Background: an optimization exercise with open tools, aiming at small area. Do not read the settings as production practice. Function was checked by simulation only, so behaviour that the tests miss may differ from the original. Power figures rest on the tool's default switching activity, not on a simulated workload.

Setup of main:
## midpoint_ellipse_point_generator_unit
module midpoint_ellipse_point_generator_unit
#(
	parameter int RADIUS_BITS = 10,
	parameter int COORD_BITS  = 12
) (
	input  wire                          clk,
	input  wire                          arst_n,
	input  wire                          psel,
	input  wire                          penable,
	input  wire                          pwrite,
	input  wire  [2:0]                   paddr,
	input  wire  [31:0]                  pwdata,
	output logic [31:0]                  prdata,
	output logic                         pready,
	input  wire                          item_valid,
	output logic                         item_ready,
	input  wire                          item_command,
	input  wire  [RADIUS_BITS-1:0]       item_radius_x,
	input  wire  [RADIUS_BITS-1:0]       item_radius_y,
	input  wire  signed [COORD_BITS-1:0] item_centre_x,
	input  wire  signed [COORD_BITS-1:0] item_centre_y,
	output logic                         result_valid,
	input  wire                          result_ready,
	output logic signed [COORD_BITS:0]   result_right_x,
	output logic signed [COORD_BITS:0]   result_left_x,
	output logic signed [COORD_BITS:0]   result_upper_y,
	output logic signed [COORD_BITS:0]   result_lower_y,
	output logic                         result_lower_valid,
	output logic                         result_visible,
	output logic                         result_done_res
);
export LEC_CHECK = 0
export CAP_MARGIN = 20
export CORE_MARGIN = 2
export CORE_UTILIZATION = 40
export SLEW_MARGIN = 20
create_clock -name core_clock -period 11.0 [get_ports {clk}]
standard.sh (not shown) runs the stock make flow with config.mk's settings and CLKGATE_MAP_FILE= SYNTH_SCRIPT=/design/flow/synth_recipe.tcl, a recipe that flattens the netlist after the stock synthesis.
==> flow/flow/run.sh <==
#!/bin/bash
# The standard ORFS layout (standard.sh) with these changes:
#  - synthesis maps the logic with an area-oriented ABC script (flow/abc_area.script);
#    everything else in synthesis, the registers included, is as standard;
#  - ports are buffered with sky130_fd_sc_hd__buf_1;
#  - the clock tree uses clkbuf_8 with sinks clustered, and no dummy loads;
#  - one tie cell per polarity.
# make's output goes to standard.log; each ORFS step logs under orfs/logs.
set -euo pipefail
HERE=$(pwd)
{
  echo "proc abc {args} { set i [lsearch \$args -script]; if {\$i >= 0} { lset args [expr {\$i+1}] $HERE/flow/abc_area.script }; yosys abc {*}\$args }"
  cat synth_recipe.tcl
} > synth_recipe_area.tcl
export BUFFER_PORTS_ARGS="-buffer_cell sky130_fd_sc_hd__buf_1"
export CTS_ARGS="-sink_clustering_enable -repair_clock_nets -buf_list sky130_fd_sc_hd__clkbuf_8 -sink_clustering_size 20 -sink_clustering_max_diameter 50 -dont_use_dummy_load"
export SKIP_REPAIR_TIE_FANOUT=1
bash standard.sh SYNTH_SCRIPT=$HERE/synth_recipe_area.tcl finish > standard.log 2>&1
==> flow/flow/abc_area.script <==
strash
dc2
dch -f
amap
topo
dnsize -c
Looking at the reports, main completed the entire flow and the layout it produced met the timing, DRC and antenna checks.
## Diff of input files: the feature branch against main
--- a/flow/design.v
+++ b/flow/design.v
@@ -163,23 +163,23 @@
 		end
 		if (q < 5'd11) begin
 			cx_s = item_centre_x[q[3:0]];
 			cy_s = item_centre_y[q[3:0]];
 		end
 	end
 	assign rxm = (p < 4'd10) ? item_radius_x[p] : 1'b0;
 	assign rym = (p < 4'd10) ? item_radius_y[p] : 1'b0;
 	logic [2:0] st;
 	logic       live, sec;             
 	logic       dneg_q, ylt0, sat_q, vis_q, vc_q;
-	logic [2:0] m_q;
+	logic [2:0] m_d;
 	logic in_s, in_i, in_r, in_z, in_a;
 	logic is_k, is_f, is_r0, is_r1, last_k;
 	logic xinc, ydec;
 	assign in_s   = (st == S_START);
 	assign in_i   = (st == S_INIT);
 	assign in_r   = (st == S_RC);
 	assign in_z   = (st == S_PREP) & ~live;
 	assign in_a   = (st == S_ADV);
 	assign is_k   = in_i & ~p[3];                  
 	assign is_f   = in_i & p[3];                   
 	assign last_k = in_i & (p[3:1] == 3'd3);
@@ -224,68 +224,74 @@
 			o2 = xinc & b4;
 			o3 = ydec & sy4;  i3 = ydec;
 		end else if (is_r0) begin
 			o1 = sx2;         i1 = 1'b1;
 			o2 = sy2;         i2 = 1'b1;
 			o3 = a0;
 		end else if (is_r1) begin
 			o1 = a2;
 			o2 = b2;          i2 = 1'b1;
 			o3 = b0;          i3 = 1'b1;    
 		end else if (is_k) begin
-			o1 = m_q[0] & ak0;
-			o2 = m_q[1] & ak1;
-			o3 = m_q[2] & ak2;
+			o1 = m_d[0] & ak0;
+			o2 = m_d[1] & ak1;
+			o3 = m_d[2] & ak2;
 		end else if (is_f) begin
 			o1 = a0;
 			o2 = b4;
 			o3 = sy2;         i3 = 1'b1;
 		end
 	end
 	mepg_datapath u_d1 (.clk(clk), .init(c0), .cin(i1), .a(d_base), .b(o1 ^ i1), .s(s1));
 	mepg_datapath u_d2 (.clk(clk), .init(c0), .cin(i2), .a(s1),     .b(o2 ^ i2), .s(s2));
 	mepg_datapath u_d3 (.clk(clk), .init(c0), .cin(i3 & ~is_r1), .a(s2),     .b(o3 ^ i3), .s(s3));
 	logic ra_in, rb_in, rsx_in, rsy_in, rd_in;
 	assign ra_in  = in_s ? x_s : ra[0];
 	assign rb_in  = in_s ? y_s : rb[0];
 	assign rd_in  = (in_a | in_r | in_i) ? s3 : rd[0];
-	assign rsx_in = in_s ? (~h & ry_s) :
-	                is_k ? (~last_k & rsx[3] & clt37) :
+	assign rsx_in = (in_s | is_k) ? 1'b0 :
 	                in_a ? x_s : (rsx[0] & ~(in_r & cge32));           
 	assign rsy_in = last_k ? (rd[39] & ~c0) :
 	                in_a ? y_s : rsy[0];
 	always_ff @(posedge clk) begin
 		ra  <= {ra_in, ra[19:1]};
 		rb  <= {rb_in, rb[19:1]};
 		rsx <= {rsx_in, rsx[39:1]};
 		rsy <= {rsy_in, rsy[39:1]};
 		rd  <= {rd_in, rd[39:1]};
 	end
 	logic g_s;
 	mepg_datapath u_g (.clk(clk), .init(c0), .cin(1'b1), .a(rsx_in & ~cge32), .b(~rsy_in), .s(g_s));
 	always_ff @(posedge clk) begin
 		if (c39 && (in_a || in_r || in_i)) begin
 			dneg_q <= s3;
 		end
-		if (c39) begin
-			m_q <= rsx[12:10];
-		end
 	end
-	logic pos_en, ld;
+	logic pos_en, xpos_en, ld;
 	logic xr_d, xl_d, yu_d, yl_d, yd_s;
-	assign pos_en = pw & (in_s | in_a | in_z);
-	assign ld     = in_s;
-	mepg_ctrl u_xr (.clk(clk), .en(pos_en), .init(pw0), .cin(~ld & xinc), .ld(ld), .ld_a(cx_s),
+	assign pos_en  = pw & (in_s | in_a | in_z);
+	assign xpos_en = pos_en | (pw & is_f);
+	assign ld      = in_s;
+	always_comb begin
+		unique case (p[2:1])
+			2'd0:    m_d = result_left_x[2:0];
+			2'd1:    m_d = result_left_x[5:3];
+			2'd2:    m_d = result_left_x[8:6];
+			default: m_d = {2'b0, result_left_x[9]};
+		endcase
+	end
+	mepg_ctrl u_xr (.clk(clk), .en(xpos_en), .init(pw0), .cin(in_a & xinc), .ld(ld), .ld_a(cx_s),
 		.b(1'b0), .zero(in_z), .din(xr_d), .q(result_right_x));
-	mepg_ctrl u_xl (.clk(clk), .en(pos_en), .init(pw0), .cin(1'b0), .ld(ld), .ld_a(cx_s),
-		.b(~ld & xinc), .zero(in_z), .din(xl_d), .q(result_left_x));
+	mepg_ctrl u_xl (.clk(clk), .en(xpos_en), .init(pw0), .cin(1'b0), .ld(ld | is_f),
+		.ld_a(ld ? ry_s : result_right_x[0]),
+		.b(in_a & xinc), .zero(in_z), .din(xl_d), .q(result_left_x));
 	mepg_ctrl u_yu (.clk(clk), .en(pos_en), .init(pw0), .cin(1'b0), .ld(ld), .ld_a(cy_s),
 		.b(ld ? ry_s : ydec), .zero(in_z), .din(yu_d), .q(result_upper_y));
 	mepg_ctrl u_yl (.clk(clk), .en(pos_en), .init(pw0), .cin(ld | ydec), .ld(ld), .ld_a(cy_s),
 		.b(ld & ~ry_s), .zero(in_z), .din(yl_d), .q(result_lower_y));
 	mepg_datapath u_yd (.clk(clk), .init(pw0), .cin(1'b1), .a(yu_d), .b(~yl_d), .s(yd_s));
 	always_ff @(posedge clk) begin
 		if (pwl && pos_en) begin
 			ylt0 <= yd_s;
 		end
 	end
 	logic take_start;
## What came out
- The feature branch ran to completion and came out clean on the timing, DRC and antenna checks.
- On insertion delay of the later-clocked pin in the worst-skew pair, the feature branch tracks main almost exactly.
- Worst setup slack ends up lower on the feature branch.
- The feature branch against main: routed wire length up about 1.5%; die outline area down 1.4%; area share of and/or/nand/nor cells after synthesis barely changed; length of routed met3 wiring rose 7.2%.
- On non-filler instance count after layout, the feature branch tracks main almost exactly.

========
RTL: one of the versions met above, not the one the previous note started from.
Size in the first run: about 680 cells after synthesis, roughly 250 flip-flops, roughly 180 I/O pins.
export LEC_CHECK = 0
export CAP_MARGIN = 20
export CORE_MARGIN = 2
export CORE_UTILIZATION = 40
export SLEW_MARGIN = 20
create_clock -name core_clock -period 11.0 [get_ports {clk}]
==> flow/flow/run.sh <==
#!/bin/bash
# The standard ORFS layout (standard.sh) with these changes:
#  - synthesis maps the logic with an area-oriented ABC script (flow/abc_area.script);
#    everything else in synthesis, the registers included, is as standard;
#  - ports are buffered with sky130_fd_sc_hd__buf_1;
#  - the clock tree uses clkbuf_8 with sinks clustered, and no dummy loads;
#  - one tie cell per polarity.
# make's output goes to standard.log; each ORFS step logs under orfs/logs.
set -euo pipefail
HERE=$(pwd)
{
  echo "proc abc {args} { set i [lsearch \$args -script]; if {\$i >= 0} { lset args [expr {\$i+1}] $HERE/flow/abc_area.script }; yosys abc {*}\$args }"
  cat synth_recipe.tcl
} > synth_recipe_area.tcl
export BUFFER_PORTS_ARGS="-buffer_cell sky130_fd_sc_hd__buf_1"
export CTS_ARGS="-sink_clustering_enable -repair_clock_nets -buf_list sky130_fd_sc_hd__clkbuf_8 -sink_clustering_size 20 -sink_clustering_max_diameter 60 -dont_use_dummy_load"
export SKIP_REPAIR_TIE_FANOUT=1
bash standard.sh SYNTH_SCRIPT=$HERE/synth_recipe_area.tcl finish > standard.log 2>&1
Scripts as last shown in full above: flow/flow/abc_area.script
The starting point finished clean.
Then changed:
--- a/flow/design.v
+++ b/flow/design.v
@@ -164,19 +164,19 @@
 		if (q < 5'd11) begin
 			cx_s = item_centre_x[q[3:0]];
 			cy_s = item_centre_y[q[3:0]];
 		end
 	end
 	assign rxm = (p < 4'd10) ? item_radius_x[p] : 1'b0;
 	assign rym = (p < 4'd10) ? item_radius_y[p] : 1'b0;
 	logic [2:0] st;
 	logic       live, sec;             
-	logic       dneg_q, ylt0, sat_q, vis_q, vc_q;
+	logic       dneg_q, ylt0, sat_q, vis_q, vc_q;    
 	logic [2:0] m_d;
 	logic in_s, in_i, in_r, in_z, in_a;
 	logic is_k, is_f, is_r0, is_r1, last_k;
 	logic xinc, ydec;
 	assign in_s   = (st == S_START);
 	assign in_i   = (st == S_INIT);
 	assign in_r   = (st == S_RC);
 	assign in_z   = (st == S_PREP) & ~live;
 	assign in_a   = (st == S_ADV);
@@ -401,15 +401,13 @@
 		end else if (in_a && c39 && rsx[0] && !x_s) begin
 			sat_q <= 1'b1;                         
 		end
 		if ((st == S_PREP) && c39) begin
 			vis_q <= v_co;
 		end
 	end
 	assign result_valid       = (st == S_PRES);
 	assign result_done_res    = ~live;
-	logic [8:0] n_diff;
-	assign n_diff = '0;
 	assign result_visible     = live & (sat_q | vis_q);
 	assign result_lower_valid = result_visible & ~upper_q;
 endmodule
 `default_nettype wire
After rerunning:
- first-iteration DRC count stays the same
- cell count is unchanged
- global-route usage does not change
- worst setup slack does not change
- area after synthesis stays the same
- clock power hardly moves
- synthesized cell count stays the same
- utilization does not change
- wire length stays the same
- cell area stays the same
- critical path depth does not change

-- afterwards: timing with drivers on the ports --
The results above use ideal ports. As a check the final layouts listed here were re-extracted and re-timed, cells and wires unchanged. Step 1 sets driving cells, clkbuf_16 on the clock port and buf_2 on the other inputs (assumed; they add their load-dependent delay and slew). Step 2 moves the port delays by t, midway between the first and last clock arrival at a register: inputs arrive t later, outputs are due t later. That takes back most of the time a late clock gives input paths. Three values: no drivers, after step 1, after step 2; two values: the first two.
run | shift t [ns] | slack for setup (ns) | worst setup path after step 2 | pins driven straight from the clock port
main | 0.528 | 4.831 / 4.796 / 4.973 | input to register | 1
the feature branch | 0.545 | 4.744 / 4.744 / 4.744 | register to register | 1
the first run of note 2 | 0.528 | 4.724 / 4.724 / 4.724 | register to register | 1
the second run of note 2 | 0.528 | 4.724 / 4.724 / 4.724 | register to register | 1
After both steps every run listed still meets setup and hold.
